From an optimization exercise on the open Yosys and OpenROAD flow, aimed at small area, a short achievable clock period and few clock cycles per item; shortcuts taken in it are not production practice. In this exercise RTL edits were held to simulation tests only and were not proved equivalent to the original.

## run a
## link_force_sequencer
module link_force_sequencer #(
  parameter int SIZE       = mi_pipeline_pkg::SIZE,
  parameter int ADDR_WIDTH = mi_pipeline_pkg::ADDR_WIDTH,
  parameter int LINK_WIDTH = mi_pipeline_pkg::LINK_WIDTH,
  parameter int K_WIDTH    = mi_pipeline_pkg::K_WIDTH,
  parameter int FRAC       = mi_pipeline_pkg::FRAC
) (
  input  logic                      clk,
  input  logic                      rst_n,
  input  logic                      start,
  input  logic [LINK_WIDTH:0]       n_links,
  input  logic                      cfg_we,
  input  logic [LINK_WIDTH-1:0]     cfg_addr,
  input  logic [ADDR_WIDTH-1:0]     cfg_mass_a,
  input  logic [ADDR_WIDTH-1:0]     cfg_mass_b,
  input  logic signed [K_WIDTH-1:0] cfg_k,
  output logic [ADDR_WIDTH-1:0]     r_addr_q1,
  output logic [ADDR_WIDTH-1:0]     r_addr_q2,
  input  logic signed [SIZE-1:0]    q1,
  input  logic signed [SIZE-1:0]    q2,
  output logic                      out_valid,
  input  logic                      out_ready,
  output logic [ADDR_WIDTH-1:0]     out_mass_a,
  output logic [ADDR_WIDTH-1:0]     out_mass_b,
  output logic signed [SIZE-1:0]    out_force,
  output logic                      busy,
  output logic                      done
);
Size: about 2800 cells after synthesis, roughly 640 flip-flops, roughly 0.035 sq mm of cells after synthesis.
Settings: LEC_CHECK=0, CAP_MARGIN=20, CORE_MARGIN=2, CORE_UTILIZATION=72, CTS_BUF_LIST=sky130_fd_sc_hd__clkbuf_16, CTS_CLUSTER_DIAMETER=80, CTS_CLUSTER_SIZE=30, SETUP_SLACK_MARGIN=4.4, SLEW_MARGIN=20; clock period 8.0 ns.
standard.sh (not shown) runs the stock make flow with config.mk's settings and CLKGATE_MAP_FILE= SYNTH_SCRIPT=/design/flow/synth_recipe.tcl, a recipe that flattens the netlist after the stock synthesis.
==> flow/flow/run.sh <==
#!/bin/bash
# The standard layout (standard.sh), with the port buffers that
# buffer_ports inserts made sky130_fd_sc_hd__buf_2 cells.
set -euo pipefail
bash standard.sh "BUFFER_PORTS_ARGS=-buffer_cell sky130_fd_sc_hd__buf_2" finish > standard_make.log 2>&1
Testbench counts of run a, summed over its fixed seeds: cycles 6,298, items 5,157.
The following lists how run b was set up differently from run a:
- CAP_MARGIN: 20 -> 5
- SLEW_MARGIN: 20 -> 5
- CORE_UTILIZATION: 72 -> 60
- SETUP_SLACK_MARGIN: 4.4 -> 4.3
Results
Run a finished every step from synthesis to the final layout, and the layout passed the timing, design-rule and antenna checks. Run b went all the way through synthesis, placement and routing and the layout is clean on timing, DRC and antenna. Run a -> run b: number of remaining DRC errors flat. In the flow results for run b and run a, the met3 global-route usage is larger on run a.

========
Starting RTL as in the previous note.
Settings: LEC_CHECK=0, CAP_MARGIN=20, CORE_MARGIN=2, CORE_UTILIZATION=72, CTS_BUF_LIST=sky130_fd_sc_hd__clkbuf_16, CTS_CLUSTER_DIAMETER=80, CTS_CLUSTER_SIZE=30, SETUP_SLACK_MARGIN=4.3, SLEW_MARGIN=20; clock period 8.0 ns.
Scripts as last shown in full above: flow/flow/run.sh
Testbench counts at the start, summed over its fixed seeds: cycles 6,298, items 5,157.
Rerun with:
Settings changed: CORE_UTILIZATION 72 to 80, PLACE_DENSITY from default to 0.9.
Effect: The changed run produced a clean layout. Die area drops by 9.8%. Routed wire length climbs by 5.5%. Final cell count drops by 0.90%. Cell area climbs by 0.31%. Non-clock buffer count drops by 3. Worst setup slack hardly moves.
Rerun with:
Settings changed: CORE_UTILIZATION 80 to 60, PLACE_DENSITY 0.9 to default.
Routed wire length goes down by about 2.5%; count of clock-buffer cells in the layout came out higher by 4; critical path depth drops by 4.

========
== build 28 ==
Starting RTL as in the previous note.
clock: 8.0 ns
lec_check: 0
cap_margin: 20
core_margin: 2
core_utilization: 60
cts_buf_list: sky130_fd_sc_hd__clkbuf_16
cts_cluster_diameter: 80
cts_cluster_size: 30
setup_slack_margin: 4.4
slew_margin: 20
Scripts as last shown in full above: flow/flow/run.sh
Testbench counts of build 28, summed over its fixed seeds: cycles 6,298, items 5,157.
--- input diff build 28..build 58 ---
# build 28
export LEC_CHECK = 0
export CAP_MARGIN = 20
export CORE_MARGIN = 2
export CORE_UTILIZATION = 60
export CTS_BUF_LIST = sky130_fd_sc_hd__clkbuf_16
export CTS_CLUSTER_DIAMETER = 80
export CTS_CLUSTER_SIZE = 30
export SETUP_SLACK_MARGIN = 4.4
export SLEW_MARGIN = 20
create_clock -name core_clock -period 8.0 [get_ports {clk}]
# build 58
export LEC_CHECK = 0
export CAP_MARGIN = 20
export CORE_MARGIN = 2
export CORE_UTILIZATION = 60
export CTS_BUF_LIST = sky130_fd_sc_hd__clkbuf_8
export SETUP_SLACK_MARGIN = 4.5
export SLEW_MARGIN = 20
create_clock -name core_clock -period 8.0 [get_ports {clk}]
### Flow results
Build 58 against build 28: residual overflow from global routing essentially unchanged; clock skew increased 0.043 ns.
In build 58 relative to build 28, final cell count had gone up by a few percent.
Delta(slack of the critical path, build 58 - build 28) > 0
Build 58 ends up with higher total routed wirelength than build 28 does.
Modified inputs, build 3 compared to build 58
# build 58
export LEC_CHECK = 0
export CAP_MARGIN = 20
export CORE_MARGIN = 2
export CORE_UTILIZATION = 60
export CTS_BUF_LIST = sky130_fd_sc_hd__clkbuf_8
export SETUP_SLACK_MARGIN = 4.5
export SLEW_MARGIN = 20
create_clock -name core_clock -period 8.0 [get_ports {clk}]
# build 3
export LEC_CHECK = 0
export CAP_MARGIN = 20
export CORE_MARGIN = 2
export CORE_UTILIZATION = 72
export CTS_BUF_LIST = sky130_fd_sc_hd__clkbuf_16
export CTS_CLUSTER_DIAMETER = 80
export CTS_CLUSTER_SIZE = 30
export PLACE_DENSITY = 0.85
export SETUP_SLACK_MARGIN = 4.3
export SLEW_MARGIN = 20
create_clock -name core_clock -period 8.0 [get_ports {clk}]
Findings:
The higher number of global-route vias before repair of build 58 and build 3 is in build 3. The count of clock-net buffers in the final layout of build 3 falls short of that of build 58 by 76. For build 58, the critical path launch point was out_ready, unlike build 3, where it was s1_diff[25]$_DFF_P_. Diff build 58 -> build 3: filler cell count decreased by 32% relative to the old numbers, setup slack decreased by 0.045 ns relative to the old numbers.
Changes in build 14 relative to build 3:
# build 3
export LEC_CHECK = 0
export CAP_MARGIN = 20
export CORE_MARGIN = 2
export CORE_UTILIZATION = 72
export CTS_BUF_LIST = sky130_fd_sc_hd__clkbuf_16
export CTS_CLUSTER_DIAMETER = 80
export CTS_CLUSTER_SIZE = 30
export PLACE_DENSITY = 0.85
export SETUP_SLACK_MARGIN = 4.3
export SLEW_MARGIN = 20
create_clock -name core_clock -period 8.0 [get_ports {clk}]
# build 14
export LEC_CHECK = 0
export ABC_AREA = 1
export CAP_MARGIN = 20
export CORE_MARGIN = 2
export CORE_UTILIZATION = 60
export CTS_BUF_LIST = sky130_fd_sc_hd__clkbuf_8
export SETUP_SLACK_MARGIN = 4.5
export SLEW_MARGIN = 20
create_clock -name core_clock -period 8.0 [get_ports {clk}]
[summary]
- Taking build 3 as the reference, in build 14 global-route total usage across every layer lost 1.9 points; post-synthesis instance area picked up an extra about 4.4%.
- Min global-route wire length before repair across build 3 and build 14: build 3
- Sort build 3 and build 14 by fraction of layout instances using a drive strength above 1, ascending, and build 3 comes first.
- Looking at inverter count, build 14 sits above build 3.
- Critical path startpoint: s1_diff[25]$_DFF_P_ -> build 3, out_ready -> build 14
- Taking build 3 as the reference, in build 14 die area increased by about 25% relative to the old numbers; post-route fraction of the period consumed by the critical path increased by 0.97 points relative to the old numbers; area fraction of clock buffers and clock inverters increased by 1.8 points relative to the old numbers.
The inputs of build 44 differ from those of build 14 as listed below.
# build 14
export LEC_CHECK = 0
export ABC_AREA = 1
export CAP_MARGIN = 20
export CORE_MARGIN = 2
export CORE_UTILIZATION = 60
export CTS_BUF_LIST = sky130_fd_sc_hd__clkbuf_8
export SETUP_SLACK_MARGIN = 4.5
export SLEW_MARGIN = 20
create_clock -name core_clock -period 8.0 [get_ports {clk}]
# build 44
export LEC_CHECK = 0
export CAP_MARGIN = 20
export CORE_MARGIN = 2
export CORE_UTILIZATION = 60
export CTS_BUF_LIST = sky130_fd_sc_hd__clkbuf_16
export CTS_CLUSTER_DIAMETER = 80
export CTS_CLUSTER_SIZE = 30
export SETUP_SLACK_MARGIN = 4.3
export SLEW_MARGIN = 20
create_clock -name core_clock -period 8.0 [get_ports {clk}]
==> flow/flow/run.sh <==
#!/bin/bash
# The standard layout (standard.sh), with the port buffers that
# buffer_ports inserts made sky130_fd_sc_hd__buf_1 cells.
set -euo pipefail
bash standard.sh "BUFFER_PORTS_ARGS=-buffer_cell sky130_fd_sc_hd__buf_1" finish > standard_make.log 2>&1
### Flow results
Every stage of the flow completed for build 44, and the final layout passed the timing, design-rule and antenna checks. Cell count (build 14 / build 44): 1.3. Final design area excluding fillers: build 44 vs build 14 down 11%. Build 44 vs build 14: chip height down in build 44. Summary of build 44 over build 14: number of global-route vias before repair shrank by 3924; number of ordinary inverters in the final layout saw a decrease. Build 14 -> build 44: multiplexer fraction of the synthesized cell area flat. Build 44 vs build 14 on count of buffers not belonging to the clock network in the layout: build 44 is the lower one. A destination of the critical timing path of done is what build 14 shows, while busy belongs to build 44. Build 44: multi-input gate area in the final layout lower than build 14. Build 44 vs build 14, combinational family with the most area after synthesis: compound AO/OA/AOI/OAI gates vs simple AND/OR/NAND/NOR gates. Compared with build 14, build 44 shows critical path depth lower by 1.

[separate check: timing with driven ports]
Ports are ideal in the flow. The routed layouts listed here were re-timed in OpenROAD. Step 1 (the two cells are an assumption about what drives the block):
set clk [get_ports {clk}]
set_driving_cell -lib_cell sky130_fd_sc_hd__clkbuf_16 $clk
set_driving_cell -lib_cell sky130_fd_sc_hd__buf_2 [delete_from_list [all_inputs] $clk]
Step 2 also shifts input and output timing later by t, the mid clock arrival at the registers, as if the neighbouring blocks saw the same clock. Slacks: no drivers / after step 1 / after step 2; pairs: no drivers / after step 1.
run	t (ns)	setup WS [ns]	worst setup path at the end	worst slew at a driven data input, ns	cell pins on the clock port's net
run a	0.716	4.369 / 4.303 / 3.874	input to register	0.08	1
run b	0.651	4.323 / 4.263 / 3.855	input to register	0.08	1
the first run of note 2	0.697	4.323 / 4.260 / 3.805	input to register	0.08	1
the second run of note 2	0.715	4.320 / 4.277 / 3.728	input to register	0.09	1
the third run of note 2	0.651	4.323 / 4.263 / 3.855	input to register	0.08	1
build 28	0.723	4.366 / 4.303 / 3.953	input to register	0.08	1
build 58	0.770	4.376 / 4.315 / 3.924	input to register	0.08	1
build 3	0.651	4.330 / 4.278 / 3.829	input to register	0.11	1
build 14	0.780	4.253 / 4.189 / 3.959	input to register	0.09	1
build 44	0.639	4.315 / 4.267 / 3.824	input to register	0.08	1
After both steps every run listed still meets setup and hold. The setup slack of the second run of note 2, which loses most, moves by -0.043 ns with the drivers and by -0.592 ns with both steps.
